This is an optimization exercise on Yosys and OpenROAD, whose aim is small area, a short achievable clock period and few clock cycles per item, not a production implementation. In this exercise RTL edits were held to simulation tests only and were not proved equivalent to the original. No activity file was given, so power comes from the tool's default toggle rates.

==> design/flow/design.v <==
`timescale 1ns / 1ps
`default_nettype none
package nsr_pkg;
   localparam int TOL_WIDTH   = 16;
   localparam int CAP_WIDTH   = 7;
   localparam int CSR_WIDTH   = 16;
   localparam int INDEX_WIDTH = 1;
   typedef logic [INDEX_WIDTH-1:0] csr_index_type;
   localparam csr_index_type CSR_TOLERANCE     = 1'b0;
   localparam csr_index_type CSR_ITERATION_CAP = 1'b1;
   localparam logic [TOL_WIDTH-1:0] TOLERANCE_RESET     = 16'd7;
   localparam logic [CAP_WIDTH-1:0] ITERATION_CAP_RESET = 7'd32;
   typedef enum logic [2:0] {
      ST_IDLE,
      ST_DIVIDE,
      ST_UPDATE,
      ST_CHECK,
      ST_FINISH
   } nsr_state_type;
endpackage
`default_nettype wire
`timescale 1ns / 1ps
`default_nettype none
module nsr_divider #(
   parameter int VALUE_WIDTH   = 32,
   parameter int FRACTION_BITS = 16
) (
   input  wire logic                   clock,
   input  wire logic                   reset,
   input  wire logic                   start,
   input  wire logic [VALUE_WIDTH-1:0] numerator,
   input  wire logic [VALUE_WIDTH-1:0] denominator,
   output logic                        done,
   output logic [VALUE_WIDTH-1:0]      quotient
);
   localparam int STEPS       = VALUE_WIDTH + FRACTION_BITS;
   localparam int COUNT_WIDTH = $clog2(STEPS + 1);
   logic [VALUE_WIDTH:0]       rem_ff, rem_in;
   logic [VALUE_WIDTH-1:0]     quot_ff, quot_in;
   logic [VALUE_WIDTH-1:0]     num_ff, num_in;
   logic [VALUE_WIDTH-1:0]     den_ff, den_in;
   logic                       over_ff, over_in;
   logic [COUNT_WIDTH-1:0]     count_ff, count_in;
   logic                       busy_ff, busy_in;
   logic                       done_ff, done_in;
   logic [VALUE_WIDTH:0]       rem_shift;
   logic                       fits;
   assign rem_shift = {rem_ff[VALUE_WIDTH-1:0], num_ff[VALUE_WIDTH-1]};
   assign fits      = rem_shift >= {1'b0, den_ff};
   always_comb begin
      rem_in   = rem_ff;
      quot_in  = quot_ff;
      num_in   = num_ff;
      den_in   = den_ff;
      over_in  = over_ff;
      count_in = count_ff;
      busy_in  = busy_ff;
      done_in  = 1'b0;
      if (start) begin
         rem_in   = '0;
         quot_in  = '0;
         num_in   = numerator;
         den_in   = denominator;
         over_in  = 1'b0;
         count_in = COUNT_WIDTH'(STEPS);
         busy_in  = 1'b1;
      end else if (busy_ff) begin
         rem_in   = fits ? rem_shift - {1'b0, den_ff} : rem_shift;
         quot_in  = {quot_ff[VALUE_WIDTH-2:0], fits};
         over_in  = over_ff | quot_ff[VALUE_WIDTH-1];
         num_in   = {num_ff[VALUE_WIDTH-2:0], 1'b0};
         count_in = count_ff - 1'b1;
         if (count_ff == COUNT_WIDTH'(1)) begin
            busy_in = 1'b0;
            done_in = 1'b1;
         end
      end
   end
   always_ff @(posedge clock) begin
      rem_ff   <= rem_in;
      quot_ff  <= quot_in;
      num_ff   <= num_in;
      den_ff   <= den_in;
      over_ff  <= over_in;
      count_ff <= count_in;
      if (reset) begin
         busy_ff <= 1'b0;
         done_ff <= 1'b0;
      end else begin
         busy_ff <= busy_in;
         done_ff <= done_in;
      end
   end
   assign done     = done_ff;
   assign quotient = over_ff ? '1 : quot_ff;
endmodule
`default_nettype wire
`timescale 1ns / 1ps
`default_nettype none
module newton_square_root #(
   parameter int FRACTION_BITS = 16,
   parameter int VALUE_WIDTH   = 32
) (
   input  wire logic                          clock,
   input  wire logic                          reset,
   input  wire logic                          csr_write_enable,
   input  wire nsr_pkg::csr_index_type        csr_index,
   input  wire logic [nsr_pkg::CSR_WIDTH-1:0] csr_write_data,
   input  wire logic                          req_valid,
   output logic                               req_stall,
   input  wire logic [VALUE_WIDTH-1:0]        req_radicand,
   output logic                               rsp_valid,
   input  wire logic                          rsp_stall,
   output logic [VALUE_WIDTH-1:0]             rsp_root,
   output logic [nsr_pkg::CAP_WIDTH-1:0]      rsp_rounds_used,
   output logic                               rsp_cap_reached
);
   localparam logic [VALUE_WIDTH-1:0] ONE_FIXED = VALUE_WIDTH'(1) << FRACTION_BITS;
   nsr_pkg::nsr_state_type              state_ff, state_in;
   logic [nsr_pkg::TOL_WIDTH-1:0]       tolerance_ff, tolerance_in;
   logic [nsr_pkg::CAP_WIDTH-1:0]       cap_ff, cap_in;
   logic [VALUE_WIDTH-1:0]              rad_ff, rad_in;
   logic [VALUE_WIDTH-1:0]              guess_ff, guess_in;
   logic [VALUE_WIDTH-1:0]              quot_hold_ff, quot_hold_in;
   logic [nsr_pkg::CAP_WIDTH-1:0]       rounds_ff, rounds_in;
   logic                                err_over_ff, err_over_in;
   logic                                rsp_valid_ff, rsp_valid_in;
   logic [VALUE_WIDTH-1:0]              rsp_root_ff, rsp_root_in;
   logic [nsr_pkg::CAP_WIDTH-1:0]       rsp_rounds_ff, rsp_rounds_in;
   logic                                rsp_cap_ff, rsp_cap_in;
   logic                                out_free;
   logic                                div_start;
   logic [VALUE_WIDTH-1:0]              div_num;
   logic [VALUE_WIDTH-1:0]              div_den;
   logic                                div_done;
   logic [VALUE_WIDTH-1:0]              div_quot;
   logic [VALUE_WIDTH:0]                sum;
   logic [VALUE_WIDTH-1:0]              err;
   logic [nsr_pkg::CAP_WIDTH-1:0]       cap_eff;
   nsr_divider #(
      .VALUE_WIDTH   (VALUE_WIDTH),
      .FRACTION_BITS (FRACTION_BITS)
   ) u_divider (
      .clock       (clock),
      .reset       (reset),
      .start       (div_start),
      .numerator   (div_num),
      .denominator (div_den),
      .done        (div_done),
      .quotient    (div_quot)
   );
   assign out_free   = !rsp_valid_ff || !rsp_stall;
   assign sum        = {1'b0, div_quot} + {1'b0, guess_ff};
   assign err        = (guess_ff >= quot_hold_ff) ? guess_ff - quot_hold_ff
                                                  : quot_hold_ff - guess_ff;
   assign cap_eff    = (cap_ff == '0) ? nsr_pkg::CAP_WIDTH'(1) : cap_ff;
   always_comb begin
      tolerance_in = tolerance_ff;
      cap_in       = cap_ff;
      if (csr_write_enable) begin
         unique case (csr_index)
            nsr_pkg::CSR_TOLERANCE:     tolerance_in = csr_write_data;
            nsr_pkg::CSR_ITERATION_CAP: cap_in = csr_write_data[nsr_pkg::CAP_WIDTH-1:0];
            default: ;
         endcase
      end
   end
   always_comb begin
      state_in      = state_ff;
      rad_in        = rad_ff;
      guess_in      = guess_ff;
      quot_hold_in  = quot_hold_ff;
      rounds_in     = rounds_ff;
      err_over_in   = err_over_ff;
      rsp_valid_in  = rsp_valid_ff && rsp_stall;
      rsp_root_in   = rsp_root_ff;
      rsp_rounds_in = rsp_rounds_ff;
      rsp_cap_in    = rsp_cap_ff;
      req_stall     = 1'b1;
      div_start     = 1'b0;
      div_num       = rad_ff;
      div_den       = guess_ff;
      unique case (state_ff)
         nsr_pkg::ST_IDLE: begin
            req_stall = 1'b0;
            div_num   = req_radicand;
            div_den   = ONE_FIXED;
            if (req_valid) begin
               div_start = 1'b1;
               rad_in    = req_radicand;
               guess_in  = ONE_FIXED;
               rounds_in = '0;
               state_in  = nsr_pkg::ST_DIVIDE;
            end
         end
         nsr_pkg::ST_DIVIDE: begin
            if (div_done) begin
               state_in = nsr_pkg::ST_UPDATE;
            end
         end
         nsr_pkg::ST_UPDATE: begin
            guess_in     = sum[VALUE_WIDTH:1];
            quot_hold_in = div_quot;
            rounds_in    = rounds_ff + 1'b1;
            state_in     = nsr_pkg::ST_CHECK;
         end
         nsr_pkg::ST_CHECK: begin
            err_over_in = err > VALUE_WIDTH'(tolerance_ff);
            if (err_over_in && rounds_ff < cap_eff) begin
               div_start = 1'b1;
               state_in  = nsr_pkg::ST_DIVIDE;
            end else begin
               state_in = nsr_pkg::ST_FINISH;
            end
         end
         nsr_pkg::ST_FINISH: begin
            if (out_free) begin
               rsp_valid_in  = 1'b1;
               rsp_root_in   = guess_ff;
               rsp_rounds_in = rounds_ff;
               rsp_cap_in    = err_over_ff;
               state_in      = nsr_pkg::ST_IDLE;
            end
         end
         default: state_in = nsr_pkg::ST_IDLE;
      endcase
   end
   always_ff @(posedge clock) begin
      rad_ff        <= rad_in;
      guess_ff      <= guess_in;
      quot_hold_ff  <= quot_hold_in;
      rounds_ff     <= rounds_in;
      err_over_ff   <= err_over_in;
      rsp_root_ff   <= rsp_root_in;
      rsp_rounds_ff <= rsp_rounds_in;
      rsp_cap_ff    <= rsp_cap_in;
      if (reset) begin
         state_ff     <= nsr_pkg::ST_IDLE;
         tolerance_ff <= nsr_pkg::TOLERANCE_RESET;
         cap_ff       <= nsr_pkg::ITERATION_CAP_RESET;
         rsp_valid_ff <= 1'b0;
      end else begin
         state_ff     <= state_in;
         tolerance_ff <= tolerance_in;
         cap_ff       <= cap_in;
         rsp_valid_ff <= rsp_valid_in;
      end
   end
   assign rsp_valid       = rsp_valid_ff;
   assign rsp_root        = rsp_root_ff;
   assign rsp_rounds_used = rsp_rounds_ff;
   assign rsp_cap_reached = rsp_cap_ff;
endmodule
`default_nettype wire
==> design/flow/run.sh <==
#!/bin/bash
# synth_recipe.tcl (not shown) runs the flow's synth.tcl, then flattens the netlist and writes it again
# the make line also repeats each setting of config.mk as NAME=value (left out here)
make -C /OpenROAD-flow-scripts/flow DESIGN_CONFIG=/design/flow/config.mk WORK_HOME=/design/flow/orfs CLKGATE_MAP_FILE= SYNTH_SCRIPT=/design/flow/synth_recipe.tcl finish
==> design/flow/config.mk <==
export PLATFORM = sky130hd
export DESIGN_NAME = newton_square_root
export DESIGN_NICKNAME = newton_square_root
export VERILOG_FILES = /design/flow/design.v
export SDC_FILE = /design/flow/constraint.sdc
export NUM_CORES = 4
export LEC_CHECK = 0
export CAP_MARGIN = 20
export CORE_MARGIN = 2
export CORE_UTILIZATION = 40
export SLEW_MARGIN = 20
==> design/flow/constraint.sdc <==
create_clock -name core_clock -period 7.5 [get_ports {clock}]
set_input_delay 1.5000 -clock core_clock [delete_from_list [all_inputs] [get_ports {clock}]]
set_output_delay 1.5000 -clock core_clock [all_outputs]
set_load 0.01 [all_outputs]
==> flow_summary.ini <==
[clock_network]
cts-root-buf = clkbuf_16
cts_hold_buf = 0
cts_sinks = 308
cts.path.max_buffers = 3
cts-htree-levels = 2
cts_tree = yes
cts_buffers = 37
cts.reportedPaths.clkPinSlew_ps = 60
post_cts_resized = 0
clk_latency_ps = 550
postCtsSetupBuffers = 0

[layout]
layout.nets = 2240
synthToLayoutAreaGrowth_pct = 14.7
post_route_cells_drive_above_1_share_pct = 8.79
final_area_mm2 = 0.0218
fillers = 4430
diodes = 0

[status]
status = finished clean

[place]
place_ws_ps = 387
dpl.hpwl_mm = 35.5
port_buffers = 95
globalplace.congestion = 0.912
postPlaceCellArea_mm2 = 0.0206

[sta]
hold_violations = 0
rsz0062_at_grt = false
setup_viol = 0
setup_ws_ps = 695
slew_headroom_pct = 25.0
worst-slew-pin-transition_ps = 1120
fin_worst_skew_ps = 30.3
finalSetupTns_ps = 0
maxSlewViolCount = 0
min_period_over_period_pct = 90.7
fmaxAchievable_mhz = 147
period_needed_ps = 6800

[floorplan]
fp.dieArea_mm2 = 0.0493
die_x_um = 222
fp-row-count = 79
io_pins = 96
die_h_um = 222
initial_utilization_pct = 40.6
core_area_mm2 = 0.0468

[logic_synthesis]
synth_seq_cells = 308
synth_nets = 2174
ys_seq_area_share_pct = 43.4
synth_top_cell_by_area = edfxtp_1
ys.flop_type = edfxtp_1
synth-edff-count = 208
yosys_warnings = 2
synth_area_per_cell_um2 = 9.67
postSynthCellCount = 1965
yosys.area.top_type_share_pct = 32.9
syn_area_mm2 = 0.0190
yosysUniqueCellTypes = 68
async_flop_share_pct = 0
ys_top_cells_by_area = edfxtp_1 (33%), dfxtp_1 (11%), ha_1 (9.9%), mux2i_1 (4.7%), nor2_1 (3.9%)

[global_routing]
grt_pass1_wl_mm = 76.6
grt_use_total_pct = 19.2
grt_pass1_vias = 14300
grt_antenna_before_repair = 0
grt-ovfl-total = 0
grt_max_degree = 76

[route]
wl_per_cell_um = 17.9
antenna_left = 0
drc_errors = 0
drt-total-wl_mm = 47.7
firstDrtPassIters = 6
viasPerCell = 5.46
drt-initial-drc-count = 1047
vias = 14600

[min_path]
holdPathEnd = rsp_cap_ff$_DFFE_PP_
worst_hold_startpoint = err_over_ff$_DFFE_PP_
hold_depth = 0
hold_path.class = reg2reg

[critical_path]
cp-end-kind = flop
crit_arrival_ps = 7090
r2r_slack_ps = 700
r2r_cells = 26
cp.required_ps = 7790
r2r-end = u_divider.num_ff[25]$_DFFE_PP_
crit_family = compound AO/OA/AOI/OAI gates
cp-start-kind = flop
crit_buf_inv = 4
r2r-start = guess_ff[0]$_SDFFCE_PN0P_
crit_type = reg2reg
path_max_fanout = 30
crit_slowest_cell = or4_1
slowest_delay_ps = 530

[power_and_ir_drop]
switching_share_pct = 27.6
p_int_uw = 3400
power_switching_uw = 1300
pwr-share-comb_pct = 19.5
p_clk_share_pct = 37.9
power_density_mw_per_mm2 = 216
vdd_drop_max_v = 0.000205
p_leak_uw = 0.00902
seqPwrFrac_pct = 42.6

[flow_run]
max-cap-violations = 0
[metal layers]
layer,up-vias,global-route usage (%),routed length [um]
met2,339,31.3,21800
met1,6947,25.9,22200
met4,0,6.23,1250
met5,-,0,0
li1,7191,-,-
met3,73,3.37,2380
[placed cells by master, fill, tap and decap left out, types with 17 or more instances in the layout]
cell type,count
inv_1,149
buf_4,23
nor3_1,22
nand4_1,27
a21o_1,67
o221a_2,28
a211oi_2,17
clkbuf_16,38
edfxtp_1,208
mux2i_1,89
ha_1,151
nand2_1,183
clkdlybuf4s50_1,95
xor2_1,41
nor2_1,197
o21ai_0,69
a211oi_1,27
xnor2_1,51
a21oi_1,142
o21a_1,29
dfxtp_1,99
nand2b_1,18
or2_2,42
nand3_1,30
[worst max path at each step]
stage                                     startpoint                                 to  slack (ps)  cells after the start
after floorplan            guess_ff[0]$_SDFFCE_PN0P_  u_divider.num_ff[0]$_SDFFCE_PN0P_         560                     28
after global placement    guess_ff[19]$_SDFFCE_PN0P_     u_divider.num_ff[22]$_DFFE_PP_         610                     23
after detailed placement  guess_ff[17]$_SDFFCE_PN0P_     u_divider.num_ff[11]$_DFFE_PP_         390                     23
after CTS                 guess_ff[17]$_SDFFCE_PN0P_     u_divider.num_ff[19]$_DFFE_PP_         360                     24
after global routing       guess_ff[7]$_SDFFCE_PN0P_     u_divider.num_ff[25]$_DFFE_PP_          80                     23
final                      guess_ff[0]$_SDFFCE_PN0P_     u_divider.num_ff[25]$_DFFE_PP_         700                     26
[cell usage after synthesis, types with 17 or more instances]
master / n
edfxtp_1: 208
nor2_1: 198
nand2_1: 185
ha_1: 151
inv_1: 150
a21oi_1: 144
dfxtp_1: 100
mux2i_1: 89
o21ai_0: 69
a21o_1: 67
clkbuf_1: 65
xnor2_1: 51
or2_2: 42
xor2_1: 41
nand3_1: 30
o21a_1: 29
o221a_2: 28
a211oi_1: 27
nand4_1: 27
nor3_1: 24
buf_2: 23
nand2b_1: 18
a211oi_2: 17
[kinds of logic (layout without fill, tap and decap cells)]
kind of cell / Yosys count / in the layout / share of synthesized area (%)
buffers and inverters: 243 / 337 / 5.03
xor gates and xnor gates: 92 / 92 / 4.24
DFF: 308 / 308 / 43.4
muxes: 90 / 90 / 4.75
adders and majority gates: 155 / 155 / 10.4
AOI/OAI and AO/OA: 504 / 504 / 18.5
and+or+nand+nor: 573 / 573 / 13.7
[power by group through the flow]
| stage | registers [uW] | logic (uW) | clock network [uW] |
|---|---|---|---|
| after global routing | 2010 | 1020 | 1900 |
| final | 2000 | 914 | 1780 |
| after global placement | 2030 | 893 | 0 |
| after CTS | 2000 | 911 | 1840 |
| after detailed placement | 2030 | 907 | 0 |
| after floorplan | 2000 | 713 | 0 |
[stage by stage]
| stage | total power (uW) | instances | hold slack, ps | util, % |
|---|---|---|---|---|
| 6_report | 4700 | 2666 | 420 | 46.6 |
| 3_5_place_dp | 2940 | 2598 | 405 | 44.0 |
| 5_1_grt | 4940 | 2666 | 437 | 46.6 |
| 3_3_place_gp | 2930 | 2598 | 406 | 44.0 |
| 2_1_floorplan | 2720 | 1965 | 400 | - |
| 4_1_cts | 4750 | 2665 | 420 | 46.5 |
[sequential cells by signal, indices dropped and copies added (netlist names), 7 cells and up]
register and cells:
u_divider.quot_ff 32, quot_hold_ff 32, u_divider.den_ff 32, rounds_ff 7, tolerance_ff 16, u_divider.rem_ff 32
rad_ff 32, cap_ff 7, u_divider.num_ff 32, guess_ff 32, rsp_root_ff 32, rsp_rounds_ff 7
[area by class of cell]
cell class / instances / area (um2) / area share, %
multi-input combinational: 1414 / 9840 / 45.2
sequential: 308 / 8250 / 37.9
timing repair buffer: 120 / 1160 / 5.34
clock buffer: 52 / 1040 / 4.79
tap: 607 / 759 / 3.49
inverter: 150 / 563 / 2.58
clock inverter: 15 / 161 / 0.741
Testbench counts, summed over its fixed seeds: cycles 267,813, roots 512.

what the ideal ports hide:
The results above use ideal ports. As a check the final layout listed here was re-extracted and re-timed, cells and wires unchanged. Step 1 sets driving cells, clkbuf_16 on the clock port and buf_2 on the other inputs (assumed; they add their load-dependent delay and slew). Step 2 adds t to the input delays and takes it off the output delays; t is the mean of the earliest and latest rising clock arrival at the registers after step 1. Input paths then give back, and output paths get back, about the clock's delay inside the block. Slacks: no drivers / after step 1 / after step 2; pairs: no drivers / after step 1.
t, ns: 0.592
setup WS [ns]: 0.695 / 0.695 / 0.695
worst hold slack (ns): 0.420 / 0.420 / 0.420
After both steps setup and hold are still met in this run. For this run, drivers alone change the setup slack by 0.000 ns; drivers and shift together by 0.000 ns.
